This design comes from an exercise in tuning for small area on the open sky130 flow, not from production work.
Function was checked by simulation only, so behaviour that the tests miss may differ from the original.
Power and IR drop assume default switching activity.

Setup of zinc:
// bus_checker
module bus_checker
#(
   parameter int DRVRS   = 4,
   parameter int PCKG_SZ = 16,
   parameter int DEPTH   = 16,
   parameter int TS_W    = 16,
   localparam int SW = $clog2(DRVRS),
   localparam int IW = $clog2(DEPTH),
   localparam int CW = $clog2(DEPTH + 1)
) (
   input  logic               clk,
   input  logic               rst_n,
   input  logic               drv_valid,
   output logic               drv_ready,
   input  logic [SW-1:0]      drv_src,
   input  logic [PCKG_SZ-1:0] drv_data,
   input  logic               mon_valid,
   input  logic [SW-1:0]      mon_dst,
   input  logic [PCKG_SZ-1:0] mon_data,
   output logic               res_valid,
   output logic [1:0]         res_code,
   output logic [SW-1:0]      res_src,
   output logic [PCKG_SZ-1:0] res_data,
   output logic [TS_W-1:0]    res_latency,
   output logic [CW-1:0]      pending,
   output logic [15:0]        pass_cnt,
   output logic [15:0]        fail_cnt
);
Size: roughly 1,600 cells after synthesis, about 120 I/O pins.
export LEC_CHECK = 0
export CAP_MARGIN = 20
export CORE_MARGIN = 2
export CORE_UTILIZATION = 40
export SLEW_MARGIN = 20
create_clock -name core_clock -period 10.0 [get_ports {clk}]
standard.sh (not shown) runs the stock make flow with config.mk's settings and CLKGATE_MAP_FILE= SYNTH_SCRIPT=/design/flow/synth_recipe.tcl, a recipe that flattens the netlist after the stock synthesis.
==> flow/flow/run.sh <==
#!/bin/bash
# Standard layout with three changes: plain buf_1 port buffers (the resizer still
# upsizes them where needed), no CTS dummy loads, and larger clkbuf_8 leaf clusters.
set -euo pipefail
bash standard.sh \
  "BUFFER_PORTS_ARGS=-buffer_cell sky130_fd_sc_hd__buf_1" \
  "CTS_ARGS=-sink_clustering_enable -repair_clock_nets -dont_use_dummy_load -buf_list sky130_fd_sc_hd__clkbuf_8 -sink_clustering_size 16 -sink_clustering_max_diameter 50" \
  finish > standard_flow.log 2>&1
Setup changes, zinc to harbor
- an added CTS_CLUSTER_DIAMETER of 50
- an added CTS_BUF_LIST of sky130_fd_sc_hd__clkbuf_8
- an added CTS_CLUSTER_SIZE of 16
==> flow/run.sh (new file) <==
#!/bin/bash
# synth_recipe.tcl (not shown) runs the flow's synth.tcl, then flattens the netlist and writes it again
# the make line also repeats each setting of config.mk as NAME=value (left out here)
make -C /OpenROAD-flow-scripts/flow DESIGN_CONFIG=/design/flow/config.mk WORK_HOME=/design/flow/orfs CLKGATE_MAP_FILE= SYNTH_SCRIPT=/design/flow/synth_recipe.tcl finish
removed: flow/flow/run.sh
removed: flow/standard.sh
Notes after the runs:
- Proportion of layout cells with a drive suffix above 1 sits higher in harbor than in zinc.
- Compared with zinc, harbor shows worst slack on hold paths higher by 26 ps.
- On global-route usage, the higher figure sits with harbor, not zinc.
The following lists how ember was set up differently from harbor:
- a change of CORE_UTILIZATION from 40 to 60
- a deleted CTS_CLUSTER_DIAMETER that had been 50
- a deleted CTS_CLUSTER_SIZE that had been 16
- a change of CTS_BUF_LIST from sky130_fd_sc_hd__clkbuf_8 to sky130_fd_sc_hd__clkbuf_4 sky130_fd_sc_hd__clkbuf_8
### Flow results
ember: PASS, flow complete, no timing, DRC or antenna violations. Compared with harbor, ember shows number of ordinary and repair buffers in the finished layout that has gone down slightly. Compared with harbor, in ember cell count dropped 171, highest attainable clock frequency now sits lower, share of the final layout cell area in sequential cells now smaller, smallest setup slack after layout now sits lower.

---

Another version of the RTL of bus_checker (not shown whole).
For scale: roughly 1300 cells after synthesis, about 550 flip-flops, roughly 120 I/O pins.
==> flow/config.mk <==
export PLATFORM = sky130hd
export DESIGN_NAME = bus_checker
export DESIGN_NICKNAME = bus_checker
export VERILOG_FILES = /design/flow/design.v
export SDC_FILE = /design/flow/constraint.sdc
export NUM_CORES = 4
export LEC_CHECK = 0
export CAP_MARGIN = 20
export CORE_MARGIN = 2
export CORE_UTILIZATION = 55
export PLACE_DENSITY = 0.9
export SLEW_MARGIN = 20
export SYNTH_HIERARCHICAL = 1
==> flow/constraint.sdc <==
create_clock -name core_clock -period 10.0 [get_ports {clk}]
set_input_delay 2.0000 -clock core_clock [delete_from_list [all_inputs] [get_ports {clk}]]
set_output_delay 2.0000 -clock core_clock [all_outputs]
set_load 0.01 [all_outputs]
==> flow/flow/run.sh <==
#!/bin/bash
# The standard layout (standard.sh, synthesis unchanged) with two changes:
# - every port still gets a buffer, but a plain buf_1 (the resizer upsizes it
#   where needed) instead of the larger default;
# - CTS builds its tree from clkbuf_4 only, with clusters of up to 10 sinks
#   within 40 um, and without dummy loads.
# Each tool's full output stays in orfs/logs; make's own output goes to
# standard_flow.log.
set -euo pipefail
bash standard.sh \
  "BUFFER_PORTS_ARGS=-buffer_cell sky130_fd_sc_hd__buf_1" \
  "CTS_ARGS=-sink_clustering_enable -repair_clock_nets -dont_use_dummy_load -buf_list sky130_fd_sc_hd__clkbuf_4 -sink_clustering_size 10 -sink_clustering_max_diameter 40" \
  finish > standard_flow.log 2>&1
The starting point completed without violations.
Then changed:
Settings changed: CORE_UTILIZATION 55 to 40, PLACE_DENSITY 0.9 to unset.
Effect: The changed run finished clean. Core utilization came out lower by 15 points. Routed wire length came out higher by about 1%. Non-clock buffer count came out higher by 7. Setup slack gains 0.090 ns. Clock skew barely changes. Global-route usage came out lower by 6.4 points.
Then changed:
Settings changed: PLACE_DENSITY set to 0.95.
Effect: First-iteration DRC count went up by 47%. Hold slack gets better by 0.053 ns. Via count came out higher by 4.8%. Fmax is higher by 0.51%. Die area stays the same. Worst setup slack is better by 0.049 ns. Count of clock-buffer cells in the layout goes down by 6. Combinational power stays flat. Design area shrinks by 0.59%. Synthesized cell count is unchanged.
Then changed:
Settings changed: PLACE_DENSITY 0.95 to 0.9.
Result:
- routed wire length hardly moves
- combinational power is about the same
- worst setup slack is worse by 0.12 ns
- via count shrinks slightly
- global-route usage shrinks by 0.20 points
- count of clock-buffer cells in the layout grows by 2
- total power is about the same
- hold slack is worse by 0.022 ns
Then changed:
Settings changed: PLACE_DENSITY 0.9 to 0.75.
Routed wire length is lower slightly.
Setup slack gains 0.094 ns.
Fmax is higher slightly.
Power goes up slightly.
Die area is unchanged.
Synthesized cell count is unchanged.

---

## run E
bus_checker, a different RTL version from the one above (not shown whole).
For scale: ~1500 cells after synthesis, ~540 flip-flops, roughly 23000 um2 of cells after synthesis.
clock: 10.0 ns
lec_check: 0
cap_margin: 0
core_margin: 2
core_utilization: 40
slew_margin: 0
synth_hierarchical: 1
==> flow/flow/run.sh <==
#!/bin/bash
# Standard layout with three changes: plain buf_1 port buffers (the resizer still
# upsizes them where needed), no CTS dummy loads, and larger clkbuf_8 leaf clusters.
set -euo pipefail
bash standard.sh \
  "BUFFER_PORTS_ARGS=-buffer_cell sky130_fd_sc_hd__buf_1" \
  "CTS_ARGS=-sink_clustering_enable -repair_clock_nets -dont_use_dummy_load -buf_list sky130_fd_sc_hd__clkbuf_8 -sink_clustering_size 16 -sink_clustering_max_diameter 50" \
  finish > standard_flow.log 2>&1
## Diff of input files: run B against run E
# run E
export LEC_CHECK = 0
export CAP_MARGIN = 0
export CORE_MARGIN = 2
export CORE_UTILIZATION = 40
export SLEW_MARGIN = 0
export SYNTH_HIERARCHICAL = 1
create_clock -name core_clock -period 10.0 [get_ports {clk}]
# run B
export LEC_CHECK = 0
export CAP_MARGIN = 20
export CORE_MARGIN = 2
export CORE_UTILIZATION = 40
export SLEW_MARGIN = 20
export SYNTH_HIERARCHICAL = 1
create_clock -name core_clock -period 10.0 [get_ports {clk}]
==> comparison <==
Compared with run E, in run B fraction of area in multi-input gates comparable, setup slack after layout now smaller, reported combinational group power comparable, clock-buffer cell count comparable. Going from run E to run B, sequential share of layout area stayed essentially flat; via count stayed essentially flat; post-layout instance area roughly the same; non-clock buffer count up 0.65%. In terms of average routed wire per standard cell, run E and run B differ only marginally.

---

Setup of exp/umber:
Another version of the RTL of bus_checker (not shown whole).
For scale: roughly 1,300 cells after synthesis, roughly 550 flip-flops, roughly 120 I/O pins, roughly 22,000 um^2 of cells after synthesis.
export LEC_CHECK = 0
export CAP_MARGIN = 20
export CORE_MARGIN = 2
export CORE_UTILIZATION = 40
export SLEW_MARGIN = 20
export SYNTH_HIERARCHICAL = 1
create_clock -name core_clock -period 10.0 [get_ports {clk}]
==> flow/flow/run.sh <==
#!/bin/bash
# Standard layout with three changes: plain buf_1 port buffers (the resizer still
# upsizes them where needed), no CTS dummy loads, and larger clkbuf_8 leaf clusters.
set -euo pipefail
bash standard.sh \
  "BUFFER_PORTS_ARGS=-buffer_cell sky130_fd_sc_hd__buf_1" \
  "CTS_ARGS=-sink_clustering_enable -repair_clock_nets -dont_use_dummy_load -buf_list sky130_fd_sc_hd__clkbuf_4 -sink_clustering_size 10 -sink_clustering_max_diameter 40" \
  finish > standard_flow.log 2>&1
The inputs of exp/quartz differ from those of exp/umber as listed below.
- GPL_TIMING_DRIVEN now 0, previously not set
==> flow/flow/run.sh <==
#!/bin/bash
# Standard layout with three changes: plain buf_1 port buffers (the resizer still
# upsizes them where needed), no CTS dummy loads, and larger clkbuf_8 leaf clusters.
set -euo pipefail
bash standard.sh \
  "BUFFER_PORTS_ARGS=-buffer_cell sky130_fd_sc_hd__buf_1" \
  "CTS_ARGS=-sink_clustering_enable -repair_clock_nets -dont_use_dummy_load -buf_list sky130_fd_sc_hd__clkbuf_8 -sink_clustering_size 16 -sink_clustering_max_diameter 50" \
  finish > standard_flow.log 2>&1
Notes after the runs:
Sequential cell fraction of total power: exp/quartz vs exp/umber down 1.9 points. Worst hold slack across all endpoints was higher in the run labelled exp/umber. Looking at half-perimeter wire length of the detailed placement result across both flows, exp/quartz is the weaker of the two, with exp/umber ahead. Diff exp/umber -> exp/quartz | count of buffers not belonging to the clock network in the layout | increase of 38. Delta (exp/quartz minus exp/umber): worst-skew pair later-pin latency went down; via count went up. The higher tightest slew margin relative to the limit came out of exp/umber. | first-iteration DRC count | exp/quartz vs exp/umber | 21% higher |. From exp/umber to exp/quartz the numbers moved as follows: diode insertion count for antenna repair went down; multi-input combinational area share went down 0.80 points.
Relative to exp/quartz, the following input files were edited for exp/juniper:
- GPL_TIMING_DRIVEN: 0 -> unset
Findings:
- Adder-cell share of the synthesized area: exp/juniper vs exp/quartz identical
- Relative to exp/quartz, fraction of final layout cells sized beyond drive strength 1 has decreased by 1.7 points in exp/juniper.
- Compared with exp/quartz, the router placed fewer vias in exp/juniper.
- Cmp exp/juniper and exp/quartz / detailed-router iteration count before antenna repair / higher: exp/juniper
- Lower number of buffers created by CTS goes to exp/juniper over exp/quartz.
- exp/juniper does better than exp/quartz on summed area of non-filler cells in the final layout.
- On portion of total power attributed to the clock network: between exp/juniper and exp/quartz, it ends up lower for exp/juniper.
- Looking at wire length of the first global-routing pass, exp/juniper sits about 3% lower than exp/quartz does.
- [exp/juniper] sequential share of layout area rose 2.1 points relative to exp/quartz

[afterwards: timing with drivers on the ports]
No port has a modelled driver above. Below, the same layouts with a new extraction and two added sets of constraints.
Step 1 assumes that a clkbuf_16 drives the clock port and a buf_2 every other input.
Step 2 also shifts input and output timing later by t, the mid clock arrival at the registers, as if the neighbouring blocks saw the same clock.
a / b / c = no drivers / after step 1 / after step 2; a / b = the first two.
run	t (ns)	slack for setup (ns)	slew at the worst register clock pin (ns)
zinc	0.681	2.379 / 2.410 / 1.729	0.10 / 0.10
harbor	0.711	2.245 / 2.274 / 1.563	0.11 / 0.11
ember	0.683	1.973 / 1.999 / 1.316	0.06 / 0.06
the first run of note 2	0.734	0.277 / 0.231 / 0.964	0.12 / 0.12
the second run of note 2	0.833	0.367 / 0.319 / 1.151	0.11 / 0.11
the third run of note 2	0.807	0.416 / 0.367 / 1.174	0.12 / 0.12
the fourth run of note 2	0.750	0.299 / 0.251 / 1.001	0.11 / 0.11
the fifth run of note 2	0.762	0.392 / 0.346 / 1.109	0.12 / 0.12
run E	0.676	2.348 / 2.293 / 2.969	0.10 / 0.10
run B	0.675	2.295 / 2.240 / 2.915	0.10 / 0.10
exp/umber	0.822	0.470 / 0.420 / 1.242	0.12 / 0.12
exp/quartz	0.690	0.462 / 0.410 / 1.100	0.10 / 0.10
exp/juniper	0.665	0.651 / 0.600 / 1.265	0.10 / 0.10
After both steps every run listed still meets setup and hold. For harbor, which loses most, drivers alone change the setup slack by +0.029 ns; drivers and shift together by -0.682 ns.
